Background: an optimization exercise with open tools, aiming at small area, a short achievable clock period and few clock cycles per item. Do not read the settings as production practice.
Function was checked by simulation only, so behaviour that the tests miss may differ from the original.
Power and IR drop assume default switching activity.

==> flow/standard.sh <==
#!/bin/bash
# synth_recipe.tcl (not shown) runs the flow's synth.tcl, then flattens the netlist and writes it again
# the make line also repeats each setting of config.mk as NAME=value (left out here)
make -C /OpenROAD-flow-scripts/flow DESIGN_CONFIG=/design/flow/config.mk WORK_HOME=/design/flow/orfs CLKGATE_MAP_FILE= SYNTH_SCRIPT=/design/flow/synth_recipe.tcl "${@:-finish}"
==> flow/design.v <==
`default_nettype none
module admin_fifo #(
    parameter int WIDTH   = 8,
    parameter int DEPTH   = 8,
    parameter int DEC_LSB = 0,
    parameter int DEC_W   = 1
) (
    input  wire logic                  clk,
    input  wire logic                  rst_n,
    input  wire logic                  push,
    input  wire logic [WIDTH-1:0]      wr_data,
    input  wire logic                  pop,
    output logic      [WIDTH-1:0]      head,
    output logic                       head_valid,
    output logic      [2**DEC_W-1:0]   head_dec,
    output logic                       can_push
);
    localparam int R  = DEPTH - 1;
    localparam int CW = $clog2(R + 1);
    logic [WIDTH-1:0] mem [R];
    logic [R-1:0]     wr_oh;
    logic [R-1:0]     rd_oh;
    logic [CW-1:0]    rcnt;
    logic [CW-1:0]    rcnt_nx;
    logic             nfull;
    logic             rnempty;
    logic             h_load;
    logic             from_ram;
    logic             ram_wr;
    logic             hv_nx;
    logic [WIDTH-1:0] ram_out;
    logic [WIDTH-1:0] h_in;
    assign h_load   = !head_valid || pop;
    assign from_ram = h_load && rnempty;
    assign ram_wr   = push;
    assign hv_nx    = h_load ? rnempty : 1'b1;
    always_comb begin
        rcnt_nx = rcnt;
        if (ram_wr && !from_ram) rcnt_nx = rcnt + 1'b1;
        if (!ram_wr && from_ram) rcnt_nx = rcnt - 1'b1;
    end
    always_ff @(posedge clk) begin
        if (!rst_n) begin
            wr_oh      <= R'(1);
            rd_oh      <= R'(1);
            rcnt       <= '0;
            nfull      <= 1'b1;
            rnempty    <= 1'b0;
            head_valid <= 1'b0;
            head_dec   <= '0;
        end else begin
            if (ram_wr)   wr_oh <= {wr_oh[R-2:0], wr_oh[R-1]};
            if (from_ram) rd_oh <= {rd_oh[R-2:0], rd_oh[R-1]};
            rcnt       <= rcnt_nx;
            nfull      <= (rcnt_nx != CW'(R));
            rnempty    <= (rcnt_nx != '0);
            head_valid <= hv_nx;
            if (h_load) begin
                head_dec <= '0;
                if (rnempty) head_dec[h_in[DEC_LSB +: DEC_W]] <= 1'b1;
            end
        end
    end
    for (genvar e = 0; e < R; e++) begin : g_ent
        always_ff @(posedge clk) begin
            if (nfull && wr_oh[e]) mem[e] <= wr_data;
        end
    end
    always_comb begin
        ram_out = '0;
        for (int e = 0; e < R; e++) begin
            ram_out = ram_out | (mem[e] & {WIDTH{rd_oh[e]}});
        end
    end
    assign h_in = ram_out;
    always_ff @(posedge clk) begin
        if (h_load) head <= h_in;
    end
    assign can_push = nfull;
endmodule
module admin_chain #(
    parameter int WIDTH   = 8,
    parameter int DEPTH   = 8,
    parameter int DEC_LSB = 0,
    parameter int DEC_W   = 1
) (
    input  wire logic                  clk,
    input  wire logic                  rst_n,
    input  wire logic                  push,
    input  wire logic [WIDTH-1:0]      wr_data,
    input  wire logic                  pop,
    output logic      [WIDTH-1:0]      head,
    output logic                       head_valid,
    output logic      [2**DEC_W-1:0]   head_dec,
    output logic                       can_push
);
    logic [WIDTH-1:0] st [DEPTH];
    logic [DEPTH-1:0] vld;
    logic [DEPTH-1:0] vld_nx;
    logic [DEPTH-1:0] full_from;    
    logic [DEPTH-1:0] en;           
    always_comb begin
        full_from[DEPTH-1] = vld[DEPTH-1];
        for (int k = DEPTH-2; k >= 0; k--) full_from[k] = vld[k] && full_from[k+1];
        for (int k = 0; k < DEPTH; k++) en[k] = !full_from[k] || pop;
        for (int k = 0; k < DEPTH; k++) begin
            if (en[k]) vld_nx[k] = (k == 0) ? push : vld[k-1];
            else       vld_nx[k] = vld[k];
        end
    end
    always_ff @(posedge clk) begin
        if (!rst_n) begin
            vld      <= '0;
            can_push <= 1'b1;
            head_dec <= '0;
        end else begin
            vld      <= vld_nx;
            can_push <= !(&vld_nx);
            if (en[DEPTH-1]) begin
                head_dec <= '0;
                if (vld[DEPTH-2]) head_dec[st[DEPTH-2][DEC_LSB +: DEC_W]] <= 1'b1;
            end
        end
    end
    always_ff @(posedge clk) begin
        if (en[0]) st[0] <= wr_data;
    end
    for (genvar k = 1; k < DEPTH; k++) begin : g_st
        always_ff @(posedge clk) begin
            if (en[k]) st[k] <= st[k-1];
        end
    end
    assign head       = st[DEPTH-1];
    assign head_valid = vld[DEPTH-1];
endmodule
`default_nettype wire
`default_nettype none
module rq_ingress #(
    parameter int FE_CH = 4,
    parameter int MW    = 63
) (
    input  wire logic [FE_CH*MW-1:0] fe_rq,
    output logic      [FE_CH-1:0]    fe_rq_ready,
    input  wire logic                can_push,
    output logic                     push,
    output logic      [MW-2:0]       wr_data
);
    localparam int FE_IDX = $clog2(FE_CH);
    logic [FE_CH-1:0]  vld;
    logic [FE_CH-1:0]  grant;
    logic [FE_IDX-1:0] sel;
    logic [MW-2:0]     pay;
    always_comb begin
        for (int i = 0; i < FE_CH; i++) vld[i] = fe_rq[i*MW + MW-1];
        grant = vld & ~(vld - 1'b1);
    end
    always_comb begin
        pay = '0;
        sel = '0;
        for (int i = 0; i < FE_CH; i++) begin
            pay = pay | (fe_rq[i*MW +: MW-1] & {(MW-1){grant[i]}});
            sel = sel | (FE_IDX'(i) & {FE_IDX{grant[i]}});
        end
    end
    assign wr_data     = {pay[MW-2:FE_IDX], sel};
    assign push        = can_push && (vld != '0);
    assign fe_rq_ready = grant & {FE_CH{can_push}};
endmodule
`default_nettype wire
`default_nettype none
module rq_egress #(
    parameter int BE_CH = 2,
    parameter int MW    = 63
) (
    input  wire logic                head_valid,
    output logic                     pop,
    input  wire logic [MW-2:0]       head,
    output logic      [BE_CH*MW-1:0] be_rq,
    input  wire logic [BE_CH-1:0]    be_rq_ready
);
    logic [BE_CH-1:0] grant;
    assign grant = be_rq_ready & ~(be_rq_ready - 1'b1);
    assign pop   = head_valid && (be_rq_ready != '0);
    always_comb begin
        for (int b = 0; b < BE_CH; b++) begin
            be_rq[b*MW +: MW] = {head_valid && grant[b], head};
        end
    end
endmodule
`default_nettype wire
`default_nettype none
module cp_ingress #(
    parameter int BE_CH  = 2,
    parameter int MW     = 57,
    parameter int ID_W   = 12,
    parameter int BE_IDX = (BE_CH > 1) ? $clog2(BE_CH) : 1
) (
    input  wire logic [BE_CH*MW-1:0]     be_cp,
    output logic      [BE_CH-1:0]        be_cp_ready,
    input  wire logic                    can_push,
    output logic                         push,
    output logic [MW-1-ID_W+BE_IDX-1:0]  wr_data
);
    localparam int PW = MW - 1 - ID_W;    
    logic [BE_CH-1:0]  vld;
    logic [BE_CH-1:0]  grant;
    logic [BE_IDX-1:0] sel;
    logic [PW-1:0]     pay;
    always_comb begin
        for (int i = 0; i < BE_CH; i++) vld[i] = be_cp[i*MW + MW-1];
        grant = vld & ~(vld - 1'b1);
    end
    always_comb begin
        pay = be_cp[(BE_CH-1)*MW + ID_W +: PW];
        sel = BE_IDX'(BE_CH-1);
        for (int i = BE_CH-2; i >= 0; i--) begin
            if (vld[i]) begin
                pay = be_cp[i*MW + ID_W +: PW];
                sel = BE_IDX'(i);
            end
        end
    end
    assign wr_data     = {pay, sel};
    assign push        = can_push && (vld != '0);
    assign be_cp_ready = grant & {BE_CH{can_push}};
endmodule
`default_nettype wire
`default_nettype none
module cp_egress #(
    parameter int FE_CH  = 4,
    parameter int MW     = 57,
    parameter int ID_W   = 12,
    parameter int BE_IDX = 1
) (
    input  wire logic [FE_CH-1:0]            head_dec,
    output logic                             pop,
    input  wire logic [MW-1-ID_W+BE_IDX-1:0] head,
    output logic      [FE_CH*MW-1:0]         fe_cp,
    input  wire logic [FE_CH-1:0]            fe_cp_ready
);
    logic [FE_CH-1:0] hit;
    assign hit = head_dec & fe_cp_ready;
    assign pop = hit != '0;
    always_comb begin
        for (int h = 0; h < FE_CH; h++) begin
            fe_cp[h*MW +: MW] = {hit[h], head[MW-2+BE_IDX-ID_W:BE_IDX],
                                 ID_W'(head[BE_IDX-1:0])};
        end
    end
endmodule
`default_nettype wire
`default_nettype none
module nvme_admin (
    input  wire logic         clk,
    input  wire logic         rst_n,
    input  wire logic [251:0] fe_rq,
    output logic      [3:0]   fe_rq_ready,
    output logic      [227:0] fe_cp,
    input  wire logic [3:0]   fe_cp_ready,
    output logic      [125:0] be_rq,
    input  wire logic [1:0]   be_rq_ready,
    input  wire logic [113:0] be_cp,
    output logic      [1:0]   be_cp_ready
);
    localparam int FE_CH      = 4;
    localparam int BE_CH      = 2;
    localparam int RQ_W       = 63;
    localparam int CP_W       = 57;
    localparam int ID_W       = 12;
    localparam int FIFO_DEPTH = 8;
    localparam int BE_IDX     = 1;
    localparam int RQ_SW      = RQ_W - 1;
    localparam int CP_SW      = CP_W - 1 - ID_W + BE_IDX;
    logic             rq_push, rq_pop, rq_can_push, rq_head_valid;
    logic [RQ_SW-1:0] rq_wr_data, rq_head;
    logic [1:0]       rq_head_dec;
    logic             cp_push, cp_pop, cp_can_push, cp_head_valid;
    logic [CP_SW-1:0] cp_wr_data, cp_head;
    logic [FE_CH-1:0] cp_head_dec;
    rq_ingress #(
        .FE_CH (FE_CH),
        .MW    (RQ_W)
    ) rq_ingress_inst (
        .fe_rq       (fe_rq),
        .fe_rq_ready (fe_rq_ready),
        .can_push    (rq_can_push),
        .push        (rq_push),
        .wr_data     (rq_wr_data)
    );
    admin_chain #(
        .WIDTH (RQ_SW),
        .DEPTH (FIFO_DEPTH)
    ) rq_fifo_inst (
        .clk        (clk),
        .rst_n      (rst_n),
        .push       (rq_push),
        .wr_data    (rq_wr_data),
        .pop        (rq_pop),
        .head       (rq_head),
        .head_valid (rq_head_valid),
        .head_dec   (rq_head_dec),
        .can_push   (rq_can_push)
    );
    rq_egress #(
        .BE_CH (BE_CH),
        .MW    (RQ_W)
    ) rq_egress_inst (
        .head_valid  (rq_head_valid),
        .pop         (rq_pop),
        .head        (rq_head),
        .be_rq       (be_rq),
        .be_rq_ready (be_rq_ready)
    );
    cp_ingress #(
        .BE_CH  (BE_CH),
        .MW     (CP_W),
        .ID_W   (ID_W),
        .BE_IDX (BE_IDX)
    ) cp_ingress_inst (
        .be_cp       (be_cp),
        .be_cp_ready (be_cp_ready),
        .can_push    (cp_can_push),
        .push        (cp_push),
        .wr_data     (cp_wr_data)
    );
    admin_fifo #(
        .WIDTH   (CP_SW),
        .DEPTH   (FIFO_DEPTH),
        .DEC_LSB (BE_IDX),
        .DEC_W   (2)
    ) cp_fifo_inst (
        .clk        (clk),
        .rst_n      (rst_n),
        .push       (cp_push),
        .wr_data    (cp_wr_data),
        .pop        (cp_pop),
        .head       (cp_head),
        .head_valid (cp_head_valid),
        .head_dec   (cp_head_dec),
        .can_push   (cp_can_push)
    );
    cp_egress #(
        .FE_CH  (FE_CH),
        .MW     (CP_W),
        .ID_W   (ID_W),
        .BE_IDX (BE_IDX)
    ) cp_egress_inst (
        .head_dec    (cp_head_dec),
        .pop         (cp_pop),
        .head        (cp_head),
        .fe_cp       (fe_cp),
        .fe_cp_ready (fe_cp_ready)
    );
endmodule
`default_nettype wire
==> flow/constraint.sdc <==
create_clock -name core_clock -period 5.0 [get_ports {clk}]
set_input_delay 1.0000 -clock core_clock [delete_from_list [all_inputs] [get_ports {clk}]]
set_output_delay 1.0000 -clock core_clock [all_outputs]
set_load 0.01 [all_outputs]
==> flow/flow/run.sh <==
#!/bin/bash
# Standard layout, with plain buf_1 cells as the port buffers.
set -euo pipefail
export BUFFER_PORTS_ARGS="-buffer_cell sky130_fd_sc_hd__buf_1"
bash standard.sh > standard_make.log 2>&1
==> flow/config.mk <==
export PLATFORM = sky130hd
export DESIGN_NAME = nvme_admin
export DESIGN_NICKNAME = nvme_admin
export VERILOG_FILES = /design/flow/design.v
export SDC_FILE = /design/flow/constraint.sdc
export NUM_CORES = 4
export LEC_CHECK = 0
export CAP_MARGIN = 20
export CORE_MARGIN = 2
export CORE_UTILIZATION = 40
export CTS_BUF_LIST = sky130_fd_sc_hd__clkbuf_8
export CTS_CLUSTER_DIAMETER = 50
export CTS_CLUSTER_SIZE = 16
export SETUP_SLACK_MARGIN = 2.5
export SLEW_MARGIN = 20
==> results.ini, run 1 <==
[grt]
grt-ovfl-total=0
busiest_layer=met2
grt_pass1_wl_mm=102
grtUsageMet1_pct=23.9
met3_usage_pct=2.97
grt_util_met2_pct=26.2
grt_max_degree=75
antenna_found_initial=4
first_global_vias=16300
grt_usage_pct=16.6

[sta]
relSlewSlack_pct=23.8
fin_crit_ps=2590
hold_viol_final=0
rsz0062_at_grt=yes
finalSetupViolCount=0
worst_slack_ps=2410
timing.hold.ws_ps=404
fmax_ghz=0.386
slew_violations=0
tightest_slew_ps=1140
tns_ps=0
final.setup_skew_ps=44.7
period_share_pct=51.8

[yosys]
synth-seq-cells=889
synthCells=1756
yosys-top-cells-area=edfxtp_1 79%, buf_4 5.6%, a22oi_1 3.5%
synth_ff_type=edfxtp_1
post-synth-top-area-fraction_pct=79.2
synth_cell_type_count=45
synthArstFlopShare_pct=0
synth-edff-count=856
avgSynthCellArea_um2=18.5
synth_area_leader_cell=edfxtp_1
ys_warn_count=8
syn_area_mm2=0.0324
ys_seq_area_share_pct=81.3

[critical_path]
critPathMaxStageDelay_ps=170
crit_path_start=fe_rq[125]
r2r_start=rq_fifo_inst.vld[7]
crit_path_end=fe_rq_ready[3]
worstReg2RegEnd=rq_fifo_inst.can_push
critPathKind=in -> out
required_ps=4000
critPathLaunchType=input port
path_buf_inv=2
cp_data_arrival_time_ps=1590
crit_chain=clkbuf_16, nor3_4, and3_1, buf_2
end_kind=primary output
cp_num_cells=4
crit_slowest_cell=and3_1
r2r_cells=6
critical_path.top_delay_family=simple AND/OR/NAND/NOR gates
regToRegSetupSlack_ps=2750
cp_max_fo=5

[cts]
clk_pin_slew_ps=90
hold_buffers=0
clock-sinks=889
cts_tree=done
htree_levels=3
insertion_delay_ps=680
clock_path_buffers=3
cts_made_buffers=82
cts-root-buf=clkbuf_8

[final_layout]
nFillCells=6913
multiInputGateArea_mm2=0.00416
fin_cells=3378
nets=2640
syn_to_final_growth_pct=13.5
drive_above_1_share_pct=11.7
finalCoreUtilization_pct=45.8
seqCellArea_mm2=0.0264

[placed_design]
dp.cells=3223
gp_congestion=0.831
port_buffers=657
hpwl_mm=44.4
pre_cts_ws_ps=1710

[power]
leakage_uw=0.0127
ir_drop_v=0.000223
p_per_area_mw_per_mm2=443

[detailed_routing]
antenna_left=0
drt-pass1-iter-count=7
drt-initial-drc-count=1678
wl_per_cell_um=21.6
wirelength_mm=72.9
drc=0
vias=17200
vias_per_cell=5.08

[die]
rows=104
start_util_pct=40.3
die-area_mm2=0.0834
die_h_um=289
core_area_mm2=0.0804
ios=734
die_w_um=289

[worst_hold_path]
hold_class=reg -> reg

[status]
outcome=complete, no violations

[job]
drv_cap=0

## metal layers
layer  share of wire (%)  vias to the layer above  wire [um]
li1                    -                     7675          -
met1                  44                     8648      31800
met2                  48                      731      35000
met3                 6.7                      102       4850
met4                 1.7                        2       1260
met5               0.015                        -         11
## state kept, by name (all words and copies together), names as in the netlist
name,cells
cp_fifo_inst.head_dec,4
cp_fifo_inst.mem,315
rq_fifo_inst.vld,8
cp_fifo_inst.rcnt,3
cp_fifo_inst.nfull,1
rq_fifo_inst.can_push,1
cp_fifo_inst.wr_oh,7
cp_fifo_inst.head_valid,1
cp_fifo_inst.head,45
rq_fifo_inst.st,496
cp_fifo_inst.rnempty,1
cp_fifo_inst.rd_oh,7
## cell type report
cell class / count / share of cell area (%)
repair buffers: 704 / 8.31
well taps: 1060 / 3.60
diodes: 1 / 0.00680
clock inverters: 53 / 1.76
inverters: 14 / 0.207
clock buffers: 84 / 3.14
multi-input cells: 573 / 11.3
flip-flops and latches: 889 / 71.7
## worst min-delay path by stage
stage,slack (ps),endpoint,cells past startpoint,startpoint
after floorplan,400,rq_fifo_inst.st[1][0],0,rq_fifo_inst.st[0][0]
after global placement,400,rq_fifo_inst.st[4][39],0,rq_fifo_inst.st[3][39]
after detailed placement,400,rq_fifo_inst.st[1][10],0,rq_fifo_inst.st[0][10]
after CTS,410,rq_fifo_inst.st[4][20],0,rq_fifo_inst.st[3][20]
after global routing,420,rq_fifo_inst.st[2][9],0,rq_fifo_inst.st[1][9]
final,400,rq_fifo_inst.st[4][20],0,rq_fifo_inst.st[3][20]
## synth_stat cells (14+ instances only)
library cell  number
nor2_1            82
edfxtp_1         856
buf_4            241
and2_1            15
nand3_1           48
nand2_1           22
dfxtp_1           33
mux2_2            44
a222oi_1          46
clkbuf_1          66
buf_1             14
a21oi_1           14
a22oi_1          150
a221o_1           60
## cell usage in the layout (no fill, tap or decap), types with 4 or more instances in the layout
cell type	n
a21oi_1	14
a221o_1	60
a222oi_1	46
a22oi_1	150
a32oi_1	4
and2_1	5
and2_2	9
buf_1	645
buf_2	4
buf_4	40
buf_6	4
bufbuf_16	4
bufinv_16	8
clkbuf_8	85
clkinv_1	5
clkinv_2	6
clkinv_4	9
clkinv_8	6
clkinvlp_4	5
conb_1	44
dfxtp_1	24
dfxtp_2	8
edfxtp_1	856
inv_1	12
inv_12	4
inv_6	7
inv_8	4
mux2_2	44
mux2i_1	8
nand2_1	20
nand3_1	46
nor2_1	82
## through the flow
stage          cell area [um2]  power, uW
3_3_place_gp             34600      11800
4_1_cts                  36700      16500
2_1_floorplan            32800      11500
6_report                 36800      16300
3_5_place_dp             34600      11900
5_1_grt                  36800      17000
## repair_timing
item,in CTS,in global routing
pin swaps,2,2
setup endpoints to repair,20,52
setup buffers,6,6
resized for setup,34,4
cloned,5,0
## cell families after synthesis
| kind of cell | after synthesis | synth area share (%) |
|---|---|---|
| buffers and inverters | 337 | 6.72 |
| XOR/XNOR | 3 | 0.0810 |
| flip-flops | 889 | 81.3 |
| multiplexers | 52 | 1.77 |
| AO/OA/AOI/OAI | 288 | 7.38 |
| adder cells (fa/ha/maj) | 3 | 0.108 |
| other | 1 | 0.0116 |
| AND/OR/NAND/NOR | 183 | 2.66 |
## power by group
group	total [uW]	internal [uW]	switching, uW
sequential	9490	9060	430
combinational	2210	727	1480
clock	4620	2100	2520
## worst reg2reg max path, cell delays in order (launching register included)
cell and delay [ps]:
dfxtp_1 360, nor3b_4 300, and4_4 310, and2_4 250, nand4_4 110, buf_4 370, a2111o_1 470
Testbench counts, summed over its fixed seeds: cycles 2,060, items 3,072.
==> inputs of run 2 (changes only) <==
==> flow/flow/run.sh (replaced) <==
#!/bin/bash
# Standard layout, with plain buf_1 cells as the port buffers and the
# request handshake pins placed together.
set -euo pipefail
export BUFFER_PORTS_ARGS="-buffer_cell sky130_fd_sc_hd__buf_1"
export IO_CONSTRAINTS="$PWD/flow/io.tcl"
bash standard.sh > standard_make.log 2>&1
==> flow/flow/io.tcl (new file) <==
# Keep the request valid bits next to the request ready outputs, which
# depend on them combinationally.
set_io_pin_constraint -pin_names {fe_rq[62] fe_rq[125] fe_rq[188] fe_rq[251] fe_rq_ready[0] fe_rq_ready[1] fe_rq_ready[2] fe_rq_ready[3]} -region left:120-150
--- a/flow/config.mk
+++ b/flow/config.mk
@@ -11,5 +11,5 @@
 export CTS_BUF_LIST = sky130_fd_sc_hd__clkbuf_8
 export CTS_CLUSTER_DIAMETER = 50
 export CTS_CLUSTER_SIZE = 16
-export SETUP_SLACK_MARGIN = 2.5
+export SETUP_SLACK_MARGIN = 2.7
 export SLEW_MARGIN = 20
==> run 2 against run 1 <==
Die area stayed put. Clock skew is 11 ps higher. Highest routed layer is now met4. Sequential cell count stayed put. Still clean. Wire length is 1.2% lower. Worst setup slack better by 4.3 ps. Non-clock buffer count is 2 higher. Final cell count is 0.33% higher. Global-route usage is 0.25 points lower. Sequential power hardly changed. Critical path type unchanged.
==> results.ini, run 2 <==
[status]
outcome=complete, no violations

[detailed_routing]
antenna_left=0  ; unchanged
drt-initial-drc-count=1622  ; -3.3%
vias=17100  ; -0.55%
drt-pass1-iter-count=7  ; unchanged
vias_per_cell=5.03  ; -0.88%
drc=0  ; unchanged
wl_per_cell_um=21.3  ; -1.5%
wirelength_mm=72.1  ; -1.2%

[sta]
period_share_pct=51.7  ; -0.086 points
rsz0062_at_grt=yes
worst_slack_ps=2410  ; +4.32 ps
fmax_ghz=0.387  ; +0.17%
tightest_slew_ps=1050  ; -95.8 ps
finalSetupViolCount=0  ; unchanged
relSlewSlack_pct=30.2  ; +6.4 points
fin_crit_ps=2590  ; -4.32 ps
hold_viol_final=0  ; unchanged
slew_violations=0  ; unchanged
final.setup_skew_ps=55.9  ; +11.2 ps
tns_ps=0  ; unchanged

[critical_path]
end_kind=primary output
cp_data_arrival_time_ps=1590  ; about the same
required_ps=4000  ; about the same
critPathLaunchType=input port
cp_max_fo=5  ; unchanged
critPathKind=in -> out

[yosys]
synthCells=1756  ; unchanged
yosys-top-cells-area=edfxtp_1 79%, buf_4 5.6%, a22oi_1 3.5%
avgSynthCellArea_um2=18.5  ; unchanged
post-synth-top-area-fraction_pct=79.2  ; unchanged
ys_warn_count=8  ; unchanged
synthArstFlopShare_pct=0  ; unchanged
post-synth-top-count-cell=edfxtp_1
synth_common_cells=856 x edfxtp_1, 241 x buf_4, 150 x a22oi_1, 82 x nor2_1, 66 x clkbuf_1
syn_area_mm2=0.0324  ; unchanged
synth-seq-cells=889  ; unchanged
synth_area_leader_cell=edfxtp_1
synth_cell_type_count=45  ; unchanged
synth_ff_type=edfxtp_1
ys_seq_area_share_pct=81.3  ; unchanged
synth-edff-count=856  ; unchanged

[grt]
grt-ovfl-total=0  ; unchanged
antenna_found_initial=3  ; -1
grt_max_degree=110  ; +47%
grt_usage_pct=16.3  ; -0.25 points
first_global_vias=16400  ; +0.70%
grt_pass1_wl_mm=101  ; -1.1%

[power]
p_per_area_mw_per_mm2=439  ; -0.95%
totalPowerFinal_uw=16400  ; +0.19%
leakage_uw=0.0134  ; +5.6%
ir_drop_v=0.000201  ; -10%

[cts]
cts_tree=done
insertion_delay_ps=700  ; +20 ps
clock-sinks=889  ; unchanged
hold_buffers=0  ; unchanged
htree_levels=3  ; unchanged
cts_made_buffers=85  ; +3.7%
cts-root-buf=clkbuf_8
clock_path_buffers=3  ; unchanged
clk_pin_slew_ps=90  ; about the same

[die]
die_w_um=289  ; unchanged
start_util_pct=40.3  ; unchanged
die_h_um=289  ; unchanged
die-area_mm2=0.0834  ; unchanged
core_area_mm2=0.0804  ; unchanged
rows=104  ; unchanged
ios=734  ; unchanged

[placed_design]
pre_cts_ws_ps=1680  ; -32.8 ps
dp.cells=3222  ; -0.031%
port_buffers=657  ; unchanged
hpwl_mm=43.9  ; -1.1%
gp_congestion=0.827  ; -0.42%

[job]
drv_cap=0  ; unchanged

[final_layout]
drive_above_1_share_pct=21.8  ; +10 points
top_regs=rq_fifo_inst.st x496, cp_fifo_inst.mem x315, cp_fifo_inst.head x45
fin_cells=3389  ; +0.33%
syn_to_final_growth_pct=14.8
largest_reg_flops=496  ; unchanged
nFillCells=6876  ; -0.54%
largest-register=rq_fifo_inst.st
final_common_cell=edfxtp_1
mostFrequentLayoutCells=856 x edfxtp_1, 425 x buf_1, 190 x clkbuf_2
nets=2645  ; +0.19%
finalCoreUtilization_pct=46.3  ; +0.53 points

[worst_hold_path]
hold_class=reg -> reg

[run 2: cell counts after synthesis]
Identical to the previous run, type by type.
[run 2: final timing paths]
check / end / from / depth (start not counted) / slack [ps]
worst min register to register: rq_fifo_inst.st[2][51] / rq_fifo_inst.st[1][51] / 0 / 400
worst min-delay path: rq_fifo_inst.st[2][51] / rq_fifo_inst.st[1][51] / 0 / 400
worst max register to register: cp_fifo_inst.head_dec[0] / cp_fifo_inst.rd_oh[5] / 5 / 2820
worst max-delay path: fe_rq_ready[3] / fe_rq[62] / 4 / 2410
[run 2: cells by family (layout without fill, tap and decap cells)]
logic type / after synthesis / in the layout / synth area share (%)
adders and majority gates: 3 / 3 / 0.108
xor gates and xnor gates: 3 / 3 / 0.0810
AOI/OAI and AO/OA: 288 / 288 / 7.38
DFF: 889 / 889 / 81.3
other: 1 / 46 / 0.0116
buffers and inverters: 337 / 865 / 6.72
and+or+nand+nor: 183 / 183 / 2.66
muxes: 52 / 52 / 1.77
[run 2: metal layers]
metal	vias up	share of wire, %	track usage [%]	wire, um
li1	7689	-	-	-
met1	8569	43	23.1	30800
met2	712	48	26.2	34900
met3	93	7.1	3.20	5100
met4	0	1.7	4.10	1220
met5	-	0	0	0
[run 2: layout make-up]
cell class | instances | area (um2) | share of cell area (%)
repair buffers | 706 | 3500 | 9.40
diodes | 2 | 5.00 | 0.0134
clock inverters | 60 | 582 | 1.56
flip-flops and latches | 889 | 26400 | 70.9
inverters | 14 | 70.1 | 0.188
well taps | 1060 | 1330 | 3.56
multi-input cells | 573 | 4190 | 11.3
clock buffers | 85 | 1170 | 3.14
[run 2: metrics by stage]
stage          area (um2)  hold slack (ps)
5_1_grt             37200              395
3_3_place_gp        34600              400
3_5_place_dp        34600              405
2_1_floorplan       32800              400
6_report            37200              399
4_1_cts             36800              395
[run 2: worst max-delay path, stage by stage]
cell	delay, ps
clkbuf_16	130
nor3_4	170
and3_1	160
buf_2	130
[run 2: where the power goes]
| group | switching (uW) | internal [uW] |
|---|---|---|
| clock network | 2510 | 1960 |
| registers | 454 | 9070 |
| logic | 1450 | 902 |
| total | 4420 | 11900 |
[run 2: what timing repair did]
action | 4_1_cts | 5_1_grt
buffers inserted | 13 | 5
setup endpoints to repair | 441 | 377
resized for setup | 81 | 236
pin swaps | 5 | 7
gates cloned | 2 | 0
==> inputs of run 3 (changes only) <==
--- a/flow/config.mk
+++ b/flow/config.mk
@@ -11,5 +11,5 @@
 export CTS_BUF_LIST = sky130_fd_sc_hd__clkbuf_8
 export CTS_CLUSTER_DIAMETER = 50
 export CTS_CLUSTER_SIZE = 16
-export SETUP_SLACK_MARGIN = 2.7
+export SETUP_SLACK_MARGIN = 2.6
 export SLEW_MARGIN = 20
==> run 3 against run 2 <==
Clock-buffer cell count is 2 lower. Sequential power about the same. Core utilization is 0.75 points lower. Synthesized area did not move. Global-route usage increased by 0.32 points. Critical path depth grew 1. Power fell by 2.6%. Still clean on timing, DRC and antenna. Clock skew decreased by 15 ps. Synthesized cell count stayed put. First-iteration DRC count is 10% lower.
==> results.ini, run 3 <==
[status]
outcome=complete, no violations

[final_layout]
final_common_cell=edfxtp_1
nFillCells=7027  ; +2.2%
syn_to_final_growth_pct=12.9
mostFrequentLayoutCells=856 x edfxtp_1, 608 x buf_1, 150 x a22oi_1
largest-register=rq_fifo_inst.st
multiInputGateArea_mm2=0.00417  ; -0.36%
finalCoreUtilization_pct=45.5  ; -0.75 points
fin_cells=3375  ; -0.41%
seqCellArea_mm2=0.0264  ; unchanged
top_regs=rq_fifo_inst.st x496, cp_fifo_inst.mem x315, cp_fifo_inst.head x45
largest_reg_flops=496  ; unchanged
nets=2636  ; -0.34%
drive_above_1_share_pct=13.5  ; -8.4 points
final_area_mm2=0.0366  ; -1.6%

[critical_path]
cp_data_arrival_time_ps=1650  ; +60 ps
worstReg2RegEnd=rq_fifo_inst.can_push
critPathKind=in -> out
critPathMaxStageDelay_ps=160  ; about the same
required_ps=4000  ; about the same
cp_max_fo=4  ; -1
crit_chain=clkbuf_16, buf_12, nor3_4, and3_1, buf_2
r2r_cells=6  ; +1
critPathLaunchType=input port
r2r_start=rq_fifo_inst.vld[7]
end_kind=primary output
crit_slowest_cell=and3_1
regToRegSetupSlack_ps=2760  ; -60 ps
path_buf_inv=3  ; +1
critical_path.top_delay_family=buffers and inverters

[yosys]
yosys-top-cells-area=edfxtp_1 79%, buf_4 5.6%, a22oi_1 3.5%
synth_cell_type_count=45  ; unchanged
synth_ff_type=edfxtp_1
synth-seq-cells=889  ; unchanged
ys_seq_area_share_pct=81.3  ; unchanged
synthCells=1756  ; unchanged
ys_warn_count=8  ; unchanged
synth-edff-count=856  ; unchanged
avgSynthCellArea_um2=18.5  ; unchanged
post-synth-top-area-fraction_pct=79.2  ; unchanged
synth_area_leader_cell=edfxtp_1
synth_common_cells=856 x edfxtp_1, 241 x buf_4, 150 x a22oi_1, 82 x nor2_1, 66 x clkbuf_1
post-synth-top-count-cell=edfxtp_1
syn_area_mm2=0.0324  ; unchanged
synthArstFlopShare_pct=0  ; unchanged

[placed_design]
dp.cells=3221  ; -0.031%
hpwl_mm=44.3  ; +0.81%
placed_cell_area_mm2=0.0346  ; about the same
gp_congestion=0.840  ; +1.5%
port_buffers=657  ; unchanged

[grt]
grt_pass1_wl_mm=102  ; +1.5%
grt-ovfl-total=0  ; unchanged
antenna_found_initial=6  ; +3
grt_usage_pct=16.7  ; +0.32 points
grt_max_degree=65  ; -41%
first_global_vias=16600  ; +0.94%

[cts]
cts-root-buf=clkbuf_8
hold_buffers=0  ; unchanged
htree_levels=3  ; unchanged
insertion_delay_ps=690  ; about the same
clock_path_buffers=3  ; unchanged
clk_pin_slew_ps=90  ; about the same
cts_made_buffers=81  ; -4.7%
clock-sinks=889  ; unchanged
cts_tree=done

[die]
die-area_mm2=0.0834  ; unchanged
start_util_pct=40.3  ; unchanged
rows=104  ; unchanged
ios=734  ; unchanged
core_area_mm2=0.0804  ; unchanged
die_h_um=289  ; unchanged
die_w_um=289  ; unchanged

[power]
totalPowerFinal_uw=15900  ; -2.6%
ir_drop_v=0.000187  ; -6.8%
p_per_area_mw_per_mm2=435  ; -0.99%
leakage_uw=0.0126  ; -5.5%

[sta]
finalSetupViolCount=0  ; unchanged
fin_crit_ps=2650  ; +67.5 ps
relSlewSlack_pct=33.4  ; +3.2 points
period_share_pct=53.1  ; +1.4 points
fmax_ghz=0.377  ; -2.5%
final.setup_skew_ps=41.3  ; -14.6 ps
tns_ps=0  ; unchanged
tightest_slew_ps=999  ; -48.2 ps
hold_viol_final=0  ; unchanged
slew_violations=0  ; unchanged
rsz0062_at_grt=yes

[detailed_routing]
vias=17100  ; +0.31%
drc=0  ; unchanged
drt-initial-drc-count=1454  ; -10%
wirelength_mm=73.3  ; +1.6%
drt-pass1-iter-count=5  ; -2
vias_per_cell=5.07  ; +0.73%
antenna_left=0  ; unchanged
wl_per_cell_um=21.7  ; +2.1%

[worst_hold_path]
min_path_cells=0  ; unchanged
holdCritStartpoint=rq_fifo_inst.st[2][48]
hold_end=rq_fifo_inst.st[3][48]
hold_class=reg -> reg

[job]
drv_cap=0  ; unchanged

[run 3: layout make-up]
| type | count | area share [%] |
|---|---|---|
| Clock buffer | 83 | 3.12 |
| Inverter | 14 | 0.195 |
| Antenna cell | 4 | 0.0273 |
| Sequential cell | 889 | 72.0 |
| Timing Repair Buffer | 700 | 8.44 |
| Multi-Input combinational cell | 574 | 11.4 |
| Tap cell | 1060 | 3.62 |
| Clock inverter | 51 | 1.16 |
[run 3: worst max path at each step]
stage	startpoint	end	slack (ps)	cells past startpoint
2_1_floorplan	be_rq_ready[1]	rq_fifo_inst.can_push	1800	6
3_3_place_gp	be_rq_ready[1]	rq_fifo_inst.st[1][5]	1510	6
3_5_place_dp	be_rq_ready[1]	rq_fifo_inst.st[1][10]	1440	6
4_1_cts	fe_rq[125]	fe_rq_ready[3]	2380	5
5_1_grt	fe_rq[125]	fe_rq_ready[3]	2350	5
6_report	fe_rq[125]	fe_rq_ready[3]	2350	5
[run 3: per-stage QoR]
step / setup slack, ps / hold WS (ps)
CTS: 2380 / 406
detailed placement: 1440 / 405
global route: 2350 / 416
global placement: 1510 / 400
finish: 2350 / 405
floorplan: 1800 / 400
[run 3: routing by layer]
metal / routed length (um) / GRT usage [%] / vias up
met3: 4910 / 3.22 / 95
met5: 90 / 0 / -
li1: - / - / 7672
met1: 32200 / 24.1 / 8640
met4: 1180 / 4.02 / 2
met2: 34900 / 26.2 / 707
[run 3: cells by family (layout without fill, tap and decap cells)]
group / Yosys count / count (layout) / share of synthesized area [%]
muxes: 52 / 52 / 1.77
and+or+nand+nor: 183 / 184 / 2.66
other: 1 / 48 / 0.0116
DFF: 889 / 889 / 81.3
adders and majority gates: 3 / 3 / 0.108
xor gates and xnor gates: 3 / 3 / 0.0810
AOI/OAI and AO/OA: 288 / 288 / 7.38
buffers and inverters: 337 / 848 / 6.72
[run 3: repair_timing]
item | CTS | global route
pin swaps | 5 | 3
buffers inserted | 8 | 2
gates cloned | 5 | 0
hold endpoints to repair | 0 | 0
resized for setup | 43 | 54
endpoints found under the setup margin | 188 | 91
[run 3: power by group]
group	internal (uW)	total (uW)	switching, uW
Clock	1700	4180	2490
Combinational	764	2210	1450
Sequential	9070	9530	469
Total	11500	15900	4400
[run 3: worst register-to-register path, cell delays in order (launching register included)]
cell,delay [ps]
dfxtp_1,370
nor3b_4,250
and4_4,300
and2_4,270
nand4_4,110
buf_4,370
a2111o_1,470
==> inputs of run 4 (changes only) <==
--- a/flow/config.mk
+++ b/flow/config.mk
@@ -11,5 +11,5 @@
 export CTS_BUF_LIST = sky130_fd_sc_hd__clkbuf_8
 export CTS_CLUSTER_DIAMETER = 50
 export CTS_CLUSTER_SIZE = 16
-export SETUP_SLACK_MARGIN = 2.6
+export SETUP_SLACK_MARGIN = 2.5
 export SLEW_MARGIN = 20
==> run 4 against run 3 <==
Still clean. Final cell count up 0.27%. Worst hold slack improved by 6.6 ps. Clock-buffer cell count increased by 3. Synthesized cell count did not move. Synthesized area unchanged. Clock skew grew 20 ps. Sequential cell count stayed put.
==> results.ini, run 4 <==
[critical_path]
r2r_cells=4  ; -2
cp_max_fo=3  ; -1
regToRegSetupSlack_ps=2740  ; -20 ps
path_buf_inv=2  ; -1
worstReg2RegEnd=rq_fifo_inst.st[2][3]
critPathKind=in -> out
crit_chain=clkbuf_16, nor3_4, and3_1, buf_2
critPathMaxStageDelay_ps=170  ; about the same
cp_data_arrival_time_ps=1570  ; -80 ps
cp_num_cells=4  ; -1
critical_path.top_delay_family=simple AND/OR/NAND/NOR gates
critPathLaunchType=input port
crit_slowest_cell=nor3_4
r2r_start=rq_fifo_inst.vld[7]
end_kind=primary output
required_ps=4000  ; about the same
crit_path_end=fe_rq_ready[3]
crit_path_start=fe_rq[125]

[cts]
htree_levels=3  ; unchanged
clock_path_buffers=3  ; unchanged
clk_pin_slew_ps=90  ; about the same
cts-root-buf=clkbuf_8
cts_made_buffers=84  ; +3.7%
insertion_delay_ps=700  ; about the same
cts_tree=done
clock-sinks=889  ; unchanged

[power]
leakage_uw=0.0126  ; -0.35%
ir_drop_v=0.000281  ; +50%
p_per_area_mw_per_mm2=445  ; +2.4%

[detailed_routing]
drc=0  ; unchanged
antenna_left=0  ; unchanged
wl_per_cell_um=21.6  ; -0.33%
drt-pass1-iter-count=6  ; +1
vias=17100  ; +0.076%
wirelength_mm=73.2  ; about the same
vias_per_cell=5.06  ; -0.19%
drt-initial-drc-count=1873  ; +29%

[sta]
finalSetupViolCount=0  ; unchanged
hold_viol_final=0  ; unchanged
period_share_pct=51.5  ; -1.6 points
slew_violations=0  ; unchanged
tns_ps=0  ; unchanged
relSlewSlack_pct=35.2  ; +1.8 points
final.setup_skew_ps=61.8  ; +20.5 ps
fmax_ghz=0.389  ; +3.1%
timing.hold.ws_ps=412  ; +6.59 ps
fin_crit_ps=2570  ; -79.3 ps
rsz0062_at_grt=yes
tightest_slew_ps=972  ; -26.9 ps

[die]
rows=104  ; unchanged
start_util_pct=40.3  ; unchanged
die-area_mm2=0.0834  ; unchanged
die_h_um=289  ; unchanged
die_w_um=289  ; unchanged
core_area_mm2=0.0804  ; unchanged
ios=734  ; unchanged

[placed_design]
port_buffers=657  ; unchanged
hpwl_mm=44.4  ; +0.26%
gp_congestion=0.862  ; +2.7%

[final_layout]
final_common_cell=edfxtp_1
finalCoreUtilization_pct=45.6  ; +0.10 points
syn_to_final_growth_pct=13.2
largest_reg_flops=496  ; unchanged
mostFrequentLayoutCells=856 x edfxtp_1, 646 x buf_1, 150 x a22oi_1
nets=2637  ; +0.038%
nFillCells=6980  ; -0.67%
multiInputGateArea_mm2=0.00418  ; +0.15%
drive_above_1_share_pct=11.9  ; -1.6 points
seqCellArea_mm2=0.0264  ; about the same
largest-register=rq_fifo_inst.st
top_regs=rq_fifo_inst.st x496, cp_fifo_inst.mem x315, cp_fifo_inst.head x45

[yosys]
yosys-top-cells-area=edfxtp_1 79%, buf_4 5.6%, a22oi_1 3.5%
synth_ff_type=edfxtp_1
synth_area_leader_cell=edfxtp_1
ys_warn_count=8  ; unchanged
ys_seq_area_share_pct=81.3  ; unchanged
synth_cell_type_count=45  ; unchanged
synth-edff-count=856  ; unchanged
post-synth-top-area-fraction_pct=79.2  ; unchanged
avgSynthCellArea_um2=18.5  ; unchanged
post-synth-top-count-cell=edfxtp_1
syn_area_mm2=0.0324  ; unchanged
synthArstFlopShare_pct=0  ; unchanged
synthCells=1756  ; unchanged
synth_common_cells=856 x edfxtp_1, 241 x buf_4, 150 x a22oi_1, 82 x nor2_1, 66 x clkbuf_1
synth-seq-cells=889  ; unchanged

[grt]
grt_max_degree=84  ; +29%
grt_usage_pct=16.8  ; +0.11 points
antenna_found_initial=6  ; unchanged
grt-ovfl-total=0  ; unchanged
grt_pass1_wl_mm=103  ; +0.44%
first_global_vias=16600  ; +0.23%

[worst_hold_path]
hold_class=reg -> reg

[job]
drv_cap=0  ; unchanged

[status]
outcome=complete, no violations

[run 4: cell counts after synthesis]
No cell type changed its count.
[run 4: what timing repair did]
item / 4_1_cts / 5_1_grt
setup endpoints to repair: 142 / 5
gates cloned: 5 / 0
setup buffers: 7 / 2
pin swaps: 1 / 3
gates resized for setup: 20 / 6
hold buffers: 0 / 0
[run 4: power breakdown]
group	internal [uW]	switching [uW]	leakage, uW
Clock	2080	2560	0.000912
Sequential	9070	441	0.00911
Combinational	714	1480	0.00256
Total	11900	4480	0.0126
[run 4: how the worst min path moves through the flow]
| stage | from | to | slack, ps | cells past startpoint |
|---|---|---|---|---|
| 3_5_place_dp | rq_fifo_inst.st[0][15] | rq_fifo_inst.st[1][15] | 400 | 0 |
| 6_report | rq_fifo_inst.st[6][36] | rq_fifo_inst.st[7][36] | 410 | 0 |
| 3_3_place_gp | rq_fifo_inst.st[5][41] | rq_fifo_inst.st[6][41] | 400 | 0 |
| 5_1_grt | rq_fifo_inst.st[5][50] | rq_fifo_inst.st[6][50] | 400 | 0 |
| 4_1_cts | rq_fifo_inst.st[0][53] | rq_fifo_inst.st[1][53] | 400 | 0 |
| 2_1_floorplan | rq_fifo_inst.st[0][0] | rq_fifo_inst.st[1][0] | 400 | 0 |
[run 4: per-stage QoR]
| step | area [um2] | power (uW) | setup slack [ps] | std cells |
|---|---|---|---|---|
| global route | 36700 | 17100 | 2390 | 3383 |
| global placement | 34600 | 11800 | 1400 | 3220 |
| floorplan | 32800 | 11500 | 1800 | 1799 |
| detailed placement | 34600 | 11900 | 1280 | 3220 |
| finish | 36700 | 16300 | 2430 | 3384 |
| CTS | 36600 | 16500 | 2430 | 3377 |
[run 4: kinds of logic after synthesis]
kind of cell | count (synthesis) | synth area share (%)
flops | 889 | 81.3
buf+inv | 337 | 6.72
compound gates | 288 | 7.38
simple gates | 183 | 2.66
mux | 52 | 1.77
fa+ha+maj | 3 | 0.108
xor+xnor | 3 | 0.0810
other cells | 1 | 0.0116
[run 4: cell type report]
| class | count | share of cell area (%) |
|---|---|---|
| multi-input combinational | 575 | 11.4 |
| clock inverter | 59 | 1.74 |
| timing repair buffer | 697 | 7.96 |
| inverter | 14 | 0.191 |
| antenna | 4 | 0.0273 |
| tap | 1060 | 3.61 |
| sequential | 889 | 71.9 |
| clock buffer | 86 | 3.22 |
[run 4: per-layer routing]
layer	vias to the layer above	part of all wire (%)	track usage [%]
met5	-	0.091	0.568
met4	2	2.0	4.85
met3	105	7.5	2.97
met2	762	48	26.0
met1	8563	43	24.3
li1	7697	-	-
==> inputs of run 5 (changes only) <==
--- a/flow/config.mk
+++ b/flow/config.mk
@@ -9,7 +9,7 @@
 export CORE_MARGIN = 2
 export CORE_UTILIZATION = 40
 export CTS_BUF_LIST = sky130_fd_sc_hd__clkbuf_8
-export CTS_CLUSTER_DIAMETER = 50
-export CTS_CLUSTER_SIZE = 16
+export CTS_CLUSTER_DIAMETER = 55
+export CTS_CLUSTER_SIZE = 18
 export SETUP_SLACK_MARGIN = 2.5
 export SLEW_MARGIN = 20
==> run 5 against run 4 <==
Still clean on timing, DRC and antenna. Non-clock buffer count unchanged. Sequential share of layout area up 0.49 points. Power down 2.2%. Clock power down 7.8%. Clock-buffer cell count down 11. Highest routed layer unchanged. Critical endpoint unchanged. First-iteration DRC count down 6.9%. Sequential cell count unchanged.
==> results.ini, run 5 <==
[status]
outcome=complete, no violations

[power]
p_per_area_mw_per_mm2=438  ; -1.6%
leakage_uw=0.0125  ; -0.93%
ir_drop_v=0.000319  ; +13%

[critical_path]
r2r_start=rq_fifo_inst.vld[7]
required_ps=4000  ; about the same
cp_max_fo=3  ; unchanged
r2r_cells=4  ; unchanged
cp_data_arrival_time_ps=1570  ; about the same
regToRegSetupSlack_ps=2670  ; -70 ps
end_kind=primary output
critPathKind=in -> out
worstReg2RegEnd=rq_fifo_inst.st[2][15]
critPathLaunchType=input port

[detailed_routing]
drt-initial-drc-count=1744  ; -6.9%
drt-pass1-iter-count=6  ; unchanged
drc=0  ; unchanged
antenna_left=0  ; unchanged
vias=17100  ; -0.31%
vias_per_cell=5.08  ; +0.31%
wl_per_cell_um=21.8  ; +0.56%
wirelength_mm=73.2  ; about the same

[cts]
cts_made_buffers=74  ; -12%
clock-sinks=889  ; unchanged
htree_levels=3  ; unchanged
cts-root-buf=clkbuf_8
cts_tree=done
insertion_delay_ps=670  ; -30 ps
clk_pin_slew_ps=100  ; about the same
clock_path_buffers=3  ; unchanged

[yosys]
synth-seq-cells=889  ; unchanged
post-synth-top-area-fraction_pct=79.2  ; unchanged
synthAdderAreaFrac_pct=0.108  ; unchanged
synth_mux_area_share_pct=1.77  ; unchanged
synth_ff_type=edfxtp_1
synth-edff-count=856  ; unchanged
yosys-top-cells-area=edfxtp_1 79%, buf_4 5.6%, a22oi_1 3.5%
avgSynthCellArea_um2=18.5  ; unchanged
synth_area_leader_cell=edfxtp_1
synth_xor_area_share_pct=0.0810  ; unchanged
synth-simple-area-share_pct=2.66  ; unchanged
syn_area_mm2=0.0324  ; unchanged
synthArstFlopShare_pct=0  ; unchanged
ys_warn_count=8  ; unchanged
synthCells=1756  ; unchanged
synth_cell_type_count=45  ; unchanged
synth_compound_area_share_pct=7.38  ; unchanged
ys_seq_area_share_pct=81.3  ; unchanged
synth_top_family_by_area=compound AO/OA/AOI/OAI gates
post-synth-top-count-cell=edfxtp_1
synth_common_cells=856 x edfxtp_1, 241 x buf_4, 150 x a22oi_1, 82 x nor2_1, 66 x clkbuf_1

[final_layout]
mostFrequentLayoutCells=856 x edfxtp_1, 646 x buf_1, 150 x a22oi_1
largest-register=rq_fifo_inst.st
final_common_cell=edfxtp_1
syn_to_final_growth_pct=12.4
largest_reg_flops=496  ; unchanged
nFillCells=7025  ; +0.64%
top_regs=rq_fifo_inst.st x496, cp_fifo_inst.mem x315, cp_fifo_inst.head x45
nets=2627  ; -0.38%
multiInputGateArea_mm2=0.00418  ; unchanged
seqCellArea_mm2=0.0264  ; about the same
drive_above_1_share_pct=11.2  ; -0.67 points

[die]
die_w_um=289  ; unchanged
die_h_um=289  ; unchanged
ios=734  ; unchanged
core_area_mm2=0.0804  ; unchanged
start_util_pct=40.3  ; unchanged
die-area_mm2=0.0834  ; unchanged
rows=104  ; unchanged

[sta]
hold_viol_final=0  ; unchanged
fin_crit_ps=2570  ; -0.410 ps
tns_ps=0  ; unchanged
slew_violations=0  ; unchanged
finalSetupViolCount=0  ; unchanged
final.setup_skew_ps=30.1  ; -31.7 ps
fmax_ghz=0.389  ; about the same
timing.hold.ws_ps=415  ; +2.81 ps
tightest_slew_ps=989  ; +17.1 ps
period_share_pct=51.5  ; about the same
rsz0062_at_grt=yes
relSlewSlack_pct=34.1  ; -1.1 points
worst_slack_ps=2430  ; +0.410 ps

[worst_hold_path]
holdCritStartpoint=rq_fifo_inst.st[1][31]
hold_class=reg -> reg
hold_end=rq_fifo_inst.st[2][31]
min_path_cells=0  ; unchanged

[job]
drv_cap=0  ; unchanged

[placed_design]
pre_cts_ws_ps=1280  ; unchanged
hpwl_mm=44.4  ; unchanged
gp_congestion=0.862  ; unchanged
port_buffers=657  ; unchanged

[grt]
grt-ovfl-total=0  ; unchanged
grt_max_degree=84  ; unchanged
first_global_vias=16500  ; -0.69%
antenna_found_initial=5  ; -1
grt_pass1_wl_mm=103  ; +0.21%
grt_usage_pct=16.7  ; -0.019 points

run 5: cell counts after synthesis:
No cell type changed its count.
run 5: cell families after synthesis:
kind of cell	count (synthesis)
flip-flops	889
buffers and inverters	337
AO/OA/AOI/OAI	288
AND/OR/NAND/NOR	183
multiplexers	52
adder cells (fa/ha/maj)	3
XOR/XNOR	3
other	1
run 5: repair_timing:
item	CTS	global route
cloned	5	0
setup endpoints to repair	142	7
buffers inserted	7	2
hold buffers	0	0
pin swaps	1	3
resized for setup	21	7
run 5: where the power goes:
part           switching, uW  total (uW)  internal, uW
logic                   1480        2200           714
registers                438        9500          9060
clock network           2490        4280          1790
total                   4410       16000         11600
run 5: final cells by class:
class / count / share of cell area, %
flip-flops and latches: 889 / 72.3
multi-input cells: 575 / 11.5
repair buffers: 697 / 8.01
well taps: 1060 / 3.64
clock buffers: 75 / 2.83
clock inverters: 49 / 1.49
inverters: 14 / 0.192
diodes: 4 / 0.0274
run 5: critical path, stage by stage:
cell	delay, ps
clkbuf_16	130
nor3_4	170
and3_1	150
buf_2	120
run 5: layer usage:
layer / part of all wire (%) / global-route usage (%) / wire length (um) / vias up
met4: 1.9 / 3.96 / 1370 / 2
met3: 7.2 / 3.17 / 5260 / 104
met5: 0.092 / 0.568 / 67 / -
met1: 43 / 24.5 / 31800 / 8579
met2: 47 / 26.0 / 34700 / 731
li1: - / - / - / 7660
run 5: worst max-delay path by stage:
stage | depth (start not counted) | startpoint | endpoint
5_1_grt | 4 | fe_rq[125] | fe_rq_ready[3]
6_report | 4 | fe_rq[125] | fe_rq_ready[3]
4_1_cts | 4 | fe_rq[62] | fe_rq_ready[3]
3_3_place_gp | 6 | be_rq_ready[1] | rq_fifo_inst.st[1][30]
3_5_place_dp | 6 | be_rq_ready[0] | rq_fifo_inst.st[1][29]
2_1_floorplan | 6 | be_rq_ready[1] | rq_fifo_inst.can_push
run 5: stage by stage:
stage | cell area (um2) | std cells | total power [uW] | utilization [%]
floorplan | 32800 | 1799 | 11500 | -
global placement | 34600 | 3220 | 11800 | 43.0
detailed placement | 34600 | 3220 | 11900 | 43.0
CTS | 36400 | 3356 | 16200 | 45.3
global route | 36500 | 3362 | 16700 | 45.3
finish | 36500 | 3363 | 16000 | 45.3
==> inputs of run 6 (changes only) <==
--- a/flow/design.v
+++ b/flow/design.v
@@ -81,6 +81,7 @@
 module admin_chain #(
     parameter int WIDTH   = 8,
     parameter int DEPTH   = 8,
+    parameter int INJ     = DEPTH / 2,
     parameter int DEC_LSB = 0,
     parameter int DEC_W   = 1
 ) (
@@ -99,13 +100,19 @@
     logic [DEPTH-1:0] vld_nx;
     logic [DEPTH-1:0] full_from;    
     logic [DEPTH-1:0] en;           
+    logic             low_empty;    
+    logic             inj;          
     always_comb begin
         full_from[DEPTH-1] = vld[DEPTH-1];
         for (int k = DEPTH-2; k >= 0; k--) full_from[k] = vld[k] && full_from[k+1];
         for (int k = 0; k < DEPTH; k++) en[k] = !full_from[k] || pop;
-        for (int k = 0; k < DEPTH; k++) begin
-            if (en[k]) vld_nx[k] = (k == 0) ? push : vld[k-1];
-            else       vld_nx[k] = vld[k];
+        low_empty = (vld[INJ-1:0] == '0);
+        inj       = low_empty && en[INJ];
+        vld_nx[0] = en[0] ? (push && !inj) : vld[0];
+        for (int k = 1; k < DEPTH; k++) begin
+            if (k == INJ && inj) vld_nx[k] = push;
+            else if (en[k])      vld_nx[k] = vld[k-1];
+            else                 vld_nx[k] = vld[k];
         end
     end
     always_ff @(posedge clk) begin
@@ -126,8 +133,14 @@
         if (en[0]) st[0] <= wr_data;
     end
     for (genvar k = 1; k < DEPTH; k++) begin : g_st
-        always_ff @(posedge clk) begin
-            if (en[k]) st[k] <= st[k-1];
+        if (k == INJ) begin : g_inj
+            always_ff @(posedge clk) begin
+                if (en[k]) st[k] <= low_empty ? wr_data : st[k-1];
+            end
+        end else begin : g_mov
+            always_ff @(posedge clk) begin
+                if (en[k]) st[k] <= st[k-1];
+            end
         end
     end
     assign head       = st[DEPTH-1];
--- a/flow/config.mk
+++ b/flow/config.mk
@@ -11,5 +11,5 @@
 export CTS_BUF_LIST = sky130_fd_sc_hd__clkbuf_8
 export CTS_CLUSTER_DIAMETER = 55
 export CTS_CLUSTER_SIZE = 18
-export SETUP_SLACK_MARGIN = 2.5
+export SETUP_SLACK_MARGIN = 2.7
 export SLEW_MARGIN = 20
==> run 6 against run 5 <==
Still clean. Clock skew increased by 27 ps. Combinational power up about 20%. Power increased by 3.6%. First-iteration DRC count down 5.0%. Die area is 2.3% higher. Register-to-register slack gained 230 ps. Critical path depth is the same. Wire length up 5.6%. Maximum frequency fell by 1.4%. Global-route usage rose by 0.61 points. Largest cell class unchanged.
==> results.ini, run 6 <==
[status]
outcome=complete, no violations

[sta]
fin_crit_ps=2610  ; +37.3 ps
fmax_ghz=0.383  ; -1.4%
worst_slack_ps=2390  ; -37.3 ps
rsz0062_at_grt=yes
finalSetupViolCount=0  ; unchanged
final.setup_skew_ps=57.0  ; +26.9 ps
hold_viol_final=0  ; unchanged
slew_violations=0  ; unchanged
relSlewSlack_pct=30.1  ; -4.0 points
tns_ps=0  ; unchanged
tightest_slew_ps=1050  ; +59.3 ps
period_share_pct=52.2  ; +0.75 points

[power]
power_frac_clock_pct=25.3  ; -1.5 points
p_per_area_mw_per_mm2=436  ; -0.55%
ir_drop_v=0.000174  ; -46%
power.switching_uw=4630  ; +4.9%
switching_share_pct=28.0  ; +0.36 points
p_int_uw=11900  ; +3.1%
leakage_uw=0.0135  ; +8.1%
comb_power_share_pct=15.9  ; +2.1 points
p_seq_share_pct=58.8  ; -0.7 points

[yosys]
synth-seq-cells=889  ; unchanged
synthCells=1829  ; +4.2%
ys_seq_area_share_pct=79.4  ; -1.8 points
synth-edff-count=856  ; unchanged
post-synth-top-count-cell=edfxtp_1
synthArstFlopShare_pct=0  ; unchanged
synth_cell_type_count=46  ; +2.2%
syn_area_mm2=0.0332  ; +2.3%
yosys-top-cells-area=edfxtp_1 77%, buf_4 5.5%, mux2_2 3.6%
synth_common_cells=856 x edfxtp_1, 241 x buf_4, 150 x a22oi_1, 106 x mux2_2, 81 x nor2_1
synth_area_leader_cell=edfxtp_1
avgSynthCellArea_um2=18.1  ; -1.8%
synth_ff_type=edfxtp_1
post-synth-top-area-fraction_pct=77.4  ; -1.8 points
ys_warn_count=8  ; unchanged

[grt]
first_global_vias=17900  ; +8.3%
antenna_found_initial=4  ; -1
grt_pass1_wl_mm=111  ; +7.2%
grt_max_degree=84  ; unchanged
grt_usage_pct=17.4  ; +0.61 points
grt-ovfl-total=0  ; unchanged

[detailed_routing]
wirelength_mm=77.3  ; +5.6%
vias=17800  ; +4.4%
drc=0  ; unchanged
drt-pass1-iter-count=8  ; +2
wl_per_cell_um=22.4  ; +3.0%
antenna_left=0  ; unchanged
vias_per_cell=5.17  ; +1.8%
drt-initial-drc-count=1656  ; -5.0%

[final_layout]
final_common_cell=edfxtp_1
mostFrequentLayoutCells=856 x edfxtp_1, 458 x buf_1, 162 x clkbuf_2
syn_to_final_growth_pct=14.4
largest_reg_flops=496  ; unchanged
top_regs=rq_fifo_inst.st x496, cp_fifo_inst.mem x315, cp_fifo_inst.head x45
finalCoreUtilization_pct=46.3  ; +0.91 points
final_area_mm2=0.0380  ; +4.1%
nets=2699  ; +2.7%
largest-register=rq_fifo_inst.st
drive_above_1_share_pct=24.5  ; +13 points

[critical_path]
critPathKind=in -> out
crit_path_start=fe_rq[125]
regToRegSetupSlack_ps=2900  ; +230 ps
cp_data_arrival_time_ps=1610  ; +40 ps
critPathLaunchType=input port
r2r_start=rq_fifo_inst.vld[7]
end_kind=primary output
required_ps=4000  ; about the same
cp_max_fo=5  ; +2
r2r_cells=5  ; +1
worstReg2RegEnd=rq_fifo_inst.st[5][36]
crit_path_end=fe_rq_ready[3]

[placed_design]
placed_cell_area_mm2=0.0357  ; +3.1%
hpwl_mm=46.7  ; +5.2%
port_buffers=657  ; unchanged
gp_congestion=0.909  ; +5.4%
pre_cts_ws_ps=1550  ; +268 ps

[cts]
hold_buffers=0  ; unchanged
cts_made_buffers=73  ; -1.4%
htree_levels=3  ; unchanged
cts_tree=done
cts-root-buf=clkbuf_8
clock_path_buffers=3  ; unchanged
clock-sinks=889  ; unchanged
clk_pin_slew_ps=100  ; about the same
insertion_delay_ps=690  ; +20 ps

[die]
core_area_mm2=0.0821  ; +2.1%
die_h_um=292  ; +1.1%
ios=734  ; unchanged
die-area_mm2=0.0853  ; +2.3%
rows=105  ; +0.96%
die_w_um=292  ; +1.1%
start_util_pct=40.4  ; +0.086 points

[worst_hold_path]
hold_class=reg -> reg

[job]
drv_cap=0  ; unchanged

run 6: power by group through the flow:
| stage | clock [uW] | sequential, uW | combinational (uW) |
|---|---|---|---|
| final | 4190 | 9730 | 2630 |
| after global routing | 4620 | 9820 | 2820 |
| after CTS | 4370 | 9740 | 2530 |
| after detailed placement | 0 | 9910 | 2430 |
| after global placement | 0 | 9850 | 2440 |
| after floorplan | 0 | 9840 | 2090 |
run 6: worst min path at each step:
| stage | startpoint | end | slack, ps | depth (start not counted) |
|---|---|---|---|---|
| 2_1_floorplan | rq_fifo_inst.st[0][0] | rq_fifo_inst.st[1][0] | 400 | 0 |
| 4_1_cts | rq_fifo_inst.st[6][58] | rq_fifo_inst.st[7][58] | 410 | 0 |
| 3_3_place_gp | rq_fifo_inst.st[4][17] | rq_fifo_inst.st[5][17] | 400 | 0 |
| 3_5_place_dp | rq_fifo_inst.st[0][30] | rq_fifo_inst.st[1][30] | 400 | 0 |
| 6_report | rq_fifo_inst.st[1][2] | rq_fifo_inst.st[2][2] | 410 | 0 |
| 5_1_grt | rq_fifo_inst.st[1][2] | rq_fifo_inst.st[2][2] | 410 | 0 |
run 6: layout make-up:
class                      count  area (um2)
fill                        7092       44100
sequential                   889       26400
multi-input combinational    638        5230
timing repair buffer         704        3400
tap                         1070        1340
clock buffer                  75        1030
clock inverter                47         483
inverter                      17        91.3
antenna                        7        17.5
run 6: layer usage:
| layer | global-route usage (%) | up-vias | wire length, um |
|---|---|---|---|
| met4 | 6.94 | 0 | 2390 |
| met1 | 21.7 | 8961 | 30900 |
| li1 | - | 7934 | - |
| met2 | 30.2 | 796 | 39000 |
| met3 | 2.72 | 129 | 4960 |
| met5 | 0 | - | 0 |
run 6: logic make-up (layout without fill, tap and decap cells):
group                    count (synthesis)  count (layout)  synth area share [%]
AO/OA/AOI/OAI                          286             286                  7.20
flip-flops                             889             889                  79.4
AND/OR/NAND/NOR                        186             186                  2.60
multiplexers                           114             114                  3.84
XOR/XNOR                                 3               3                0.0792
adder cells (fa/ha/maj)                  5               5                 0.166
other                                    1              51                0.0113
buffers and inverters                  345             843                  6.68
run 6: what timing repair did:
action / in CTS / in global routing
setup buffers: 14 / 4
endpoints found under the hold margin: 0 / 0
gates resized for setup: 91 / 179
endpoints found under the setup margin: 776 / 318
gates cloned: 3 / 0
pin swaps: 4 / 6
run 6: through the flow:
step,total power (uW),hold WS [ps],std cells
4_1_cts,16600,412,3436
3_3_place_gp,12300,400,3297
2_1_floorplan,11900,400,1872
5_1_grt,17300,411,3444
6_report,16500,413,3447
3_5_place_dp,12300,405,3297
run 6: worst max-delay path, cell delays in order:
cell       delay [ps]
clkbuf_16         140
nor3_4            170
and3_1            170
buf_2             130
Testbench counts of run 6, summed over its fixed seeds: cycles 2,060, items 3,072.
==> inputs of run 7 (changes only) <==
--- a/flow/config.mk
+++ b/flow/config.mk
@@ -11,5 +11,5 @@
 export CTS_BUF_LIST = sky130_fd_sc_hd__clkbuf_8
 export CTS_CLUSTER_DIAMETER = 55
 export CTS_CLUSTER_SIZE = 18
-export SETUP_SLACK_MARGIN = 2.7
+export SETUP_SLACK_MARGIN = 2.3
 export SLEW_MARGIN = 20
==> run 7 against run 6 <==
Critical path depth stayed put. Worst hold slack worse by 9.0 ps. Sequential share of layout area is 1.7 points higher. Sequential cell count is the same. Critical endpoint is now be_cp_ready[0]. Largest cell class unchanged.
==> results.ini, run 7 <==
[yosys]
post-synth-top-count-cell=edfxtp_1
synth_ff_type=edfxtp_1
syn_area_mm2=0.0332  ; unchanged
synth_area_leader_cell=edfxtp_1
synthCells=1829  ; unchanged
yosys-top-cells-area=edfxtp_1 77%, buf_4 5.5%, mux2_2 3.6%
avgSynthCellArea_um2=18.1  ; unchanged
synthArstFlopShare_pct=0  ; unchanged
synth-seq-cells=889  ; unchanged
ys_warn_count=8  ; unchanged
ys_seq_area_share_pct=79.4  ; unchanged
synth-edff-count=856  ; unchanged
post-synth-top-area-fraction_pct=77.4  ; unchanged
synth_cell_type_count=46  ; unchanged
synth_common_cells=856 x edfxtp_1, 241 x buf_4, 150 x a22oi_1, 106 x mux2_2, 81 x nor2_1

[detailed_routing]
vias_per_cell=5.17  ; about the same
drt-initial-drc-count=1577  ; -4.8%
wirelength_mm=75.1  ; -2.9%
vias=17800  ; -0.21%
antenna_left=0  ; unchanged
drt-pass1-iter-count=5  ; -3
drc=0  ; unchanged
wl_per_cell_um=21.8  ; -2.6%

[power]
power.switching_uw=4630  ; about the same
switching_share_pct=28.5  ; +0.54 points
p_seq_share_pct=60.1  ; +1.3 points
ir_drop_v=0.000183  ; +5.3%
comb_power_share_pct=14.5  ; -1.4 points
p_per_area_mw_per_mm2=438  ; +0.55%
p_int_uw=11600  ; -2.6%
power_frac_clock_pct=25.4  ; about the same
leakage_uw=0.0127  ; -5.7%

[grt]
antenna_found_initial=5  ; +1
met3_usage_pct=2.63  ; -0.091 points
first_global_vias=17500  ; -2.0%
grt_pass1_wl_mm=107  ; -2.8%
busiest_layer=met2
grt-ovfl-total=0  ; unchanged
grtUsageMet1_pct=21.6  ; -0.14 points
grt_util_met2_pct=29.0  ; -1.2 points
grt_max_degree=84  ; unchanged
grt_usage_pct=16.8  ; -0.51 points

[final_layout]
finalCoreUtilization_pct=45.1  ; -1.1 points
nets=2692  ; -0.26%
largest_reg_flops=496  ; unchanged
largest-register=rq_fifo_inst.st
mostFrequentLayoutCells=856 x edfxtp_1, 652 x buf_1, 150 x a22oi_1
seqCellArea_mm2=0.0264  ; about the same
syn_to_final_growth_pct=11.6
multiInputGateArea_mm2=0.00485  ; -7.3%
drive_above_1_share_pct=12.6  ; -12 points
nFillCells=7109  ; +0.24%
top_regs=rq_fifo_inst.st x496, cp_fifo_inst.mem x315, cp_fifo_inst.head x45
final_common_cell=edfxtp_1

[worst_hold_path]
hold_class=reg -> reg
min_path_cells=0  ; unchanged
hold_end=rq_fifo_inst.st[6][17]
holdCritStartpoint=rq_fifo_inst.st[5][17]

[sta]
relSlewSlack_pct=31.6  ; +1.5 points
finalSetupViolCount=0  ; unchanged
rsz0062_at_grt=yes
slew_violations=0  ; unchanged
fin_crit_ps=2680  ; +66.0 ps
period_share_pct=53.5  ; +1.3 points
hold_viol_final=0  ; unchanged
final.setup_skew_ps=71.3  ; +14.3 ps
tightest_slew_ps=1030  ; -22.5 ps
fmax_ghz=0.374  ; -2.5%
tns_ps=0  ; unchanged

[critical_path]
end_kind=primary output
cp_data_arrival_time_ps=1680  ; +70 ps
r2r_start=rq_fifo_inst.vld[7]
critPathKind=in -> out
critPathLaunchType=input port
cp_max_fo=47  ; +42
r2r_cells=5  ; unchanged
regToRegSetupSlack_ps=2600  ; -300 ps
worstReg2RegEnd=rq_fifo_inst.st[3][9]
required_ps=4000  ; about the same

[die]
die_w_um=292  ; unchanged
start_util_pct=40.4  ; unchanged
core_area_mm2=0.0821  ; unchanged
ios=734  ; unchanged
die_h_um=292  ; unchanged
rows=105  ; unchanged
die-area_mm2=0.0853  ; unchanged

[cts]
clock-sinks=889  ; unchanged
cts_tree=done
cts-root-buf=clkbuf_8
cts_made_buffers=75  ; +2.7%
clk_pin_slew_ps=100  ; about the same
clock_path_buffers=3  ; unchanged
insertion_delay_ps=700  ; about the same
htree_levels=3  ; unchanged

[placed_design]
hpwl_mm=45.8  ; -1.9%
port_buffers=657  ; unchanged
gp_congestion=0.942  ; +3.6%

[job]
drv_cap=0  ; unchanged

[status]
outcome=complete, no violations

run 7: area by class of cell:
class	instances	share of cell area (%)
antenna	5	0.0338
clock buffer	75	2.79
clock inverter	48	1.30
inverter	17	0.216
multi-input combinational	638	13.1
sequential	889	71.2
tap	1070	3.61
timing repair buffer	695	7.81
run 7: through the flow:
step / instances / total power [uW] / cell area [um2] / hold WS, ps / setup WS, ps
floorplan: 1872 / 11900 / 33400 / 400 / 1910
detailed placement: 3300 / 12300 / 35300 / 405 / 1390
CTS: 3425 / 16500 / 37000 / 408 / 2260
finish: 3437 / 16200 / 37100 / 404 / 2320
global route: 3437 / 17000 / 37100 / 421 / 2240
global placement: 3300 / 12300 / 35300 / 400 / 1480
run 7: per-layer routing:
layer / vias up / routed length, um
li1: 7913 / -
met4: 0 / 2260
met5: - / 0
met1: 8908 / 29700
met3: 119 / 5410
met2: 843 / 37700
run 7: power groups by stage:
stage	Combinational, uW	Clock, uW	Sequential, uW
2_1_floorplan	2030	0	9830
3_3_place_gp	2360	0	9890
3_5_place_dp	2350	0	9940
4_1_cts	2380	4300	9780
5_1_grt	2560	4560	9850
6_report	2360	4120	9760
run 7: how the worst max path moves through the flow:
stage,start,end,slack (ps),cells after the start
after floorplan,be_rq_ready[0],rq_fifo_inst.st[1][0],1910,4
after global placement,fe_rq[125],rq_fifo_inst.st[4][45],1480,8
after detailed placement,fe_rq[125],rq_fifo_inst.st[4][45],1390,8
after CTS,fe_rq[125],fe_rq_ready[2],2260,5
after global routing,be_cp[56],be_cp_ready[0],2240,4
final,be_cp[56],be_cp_ready[0],2320,4
run 7: cell families (layout without fill, tap and decap cells):
family / after synthesis / after routing / share of synthesized area [%]
buffers and inverters: 345 / 835 / 6.68
other: 1 / 49 / 0.0113
adders and majority gates: 5 / 5 / 0.166
DFF: 889 / 889 / 79.4
xor gates and xnor gates: 3 / 3 / 0.0792
and+or+nand+nor: 186 / 186 / 2.60
muxes: 114 / 114 / 3.84
AOI/OAI and AO/OA: 286 / 286 / 7.20
run 7: what timing repair did:
item / 4_1_cts / 5_1_grt
pin swaps: 0 / 2
gates resized for setup: 15 / 2
hold buffers: 0 / 0
endpoints found under the setup margin: 47 / 132
setup buffers: 0 / 5
gates cloned: 2 / 2
hold endpoints to repair: 0 / 0
run 7: critical path, stage by stage:
cell,delay [ps]
clkbuf_2,110
buf_12,240
and2_1,160
buf_1,150
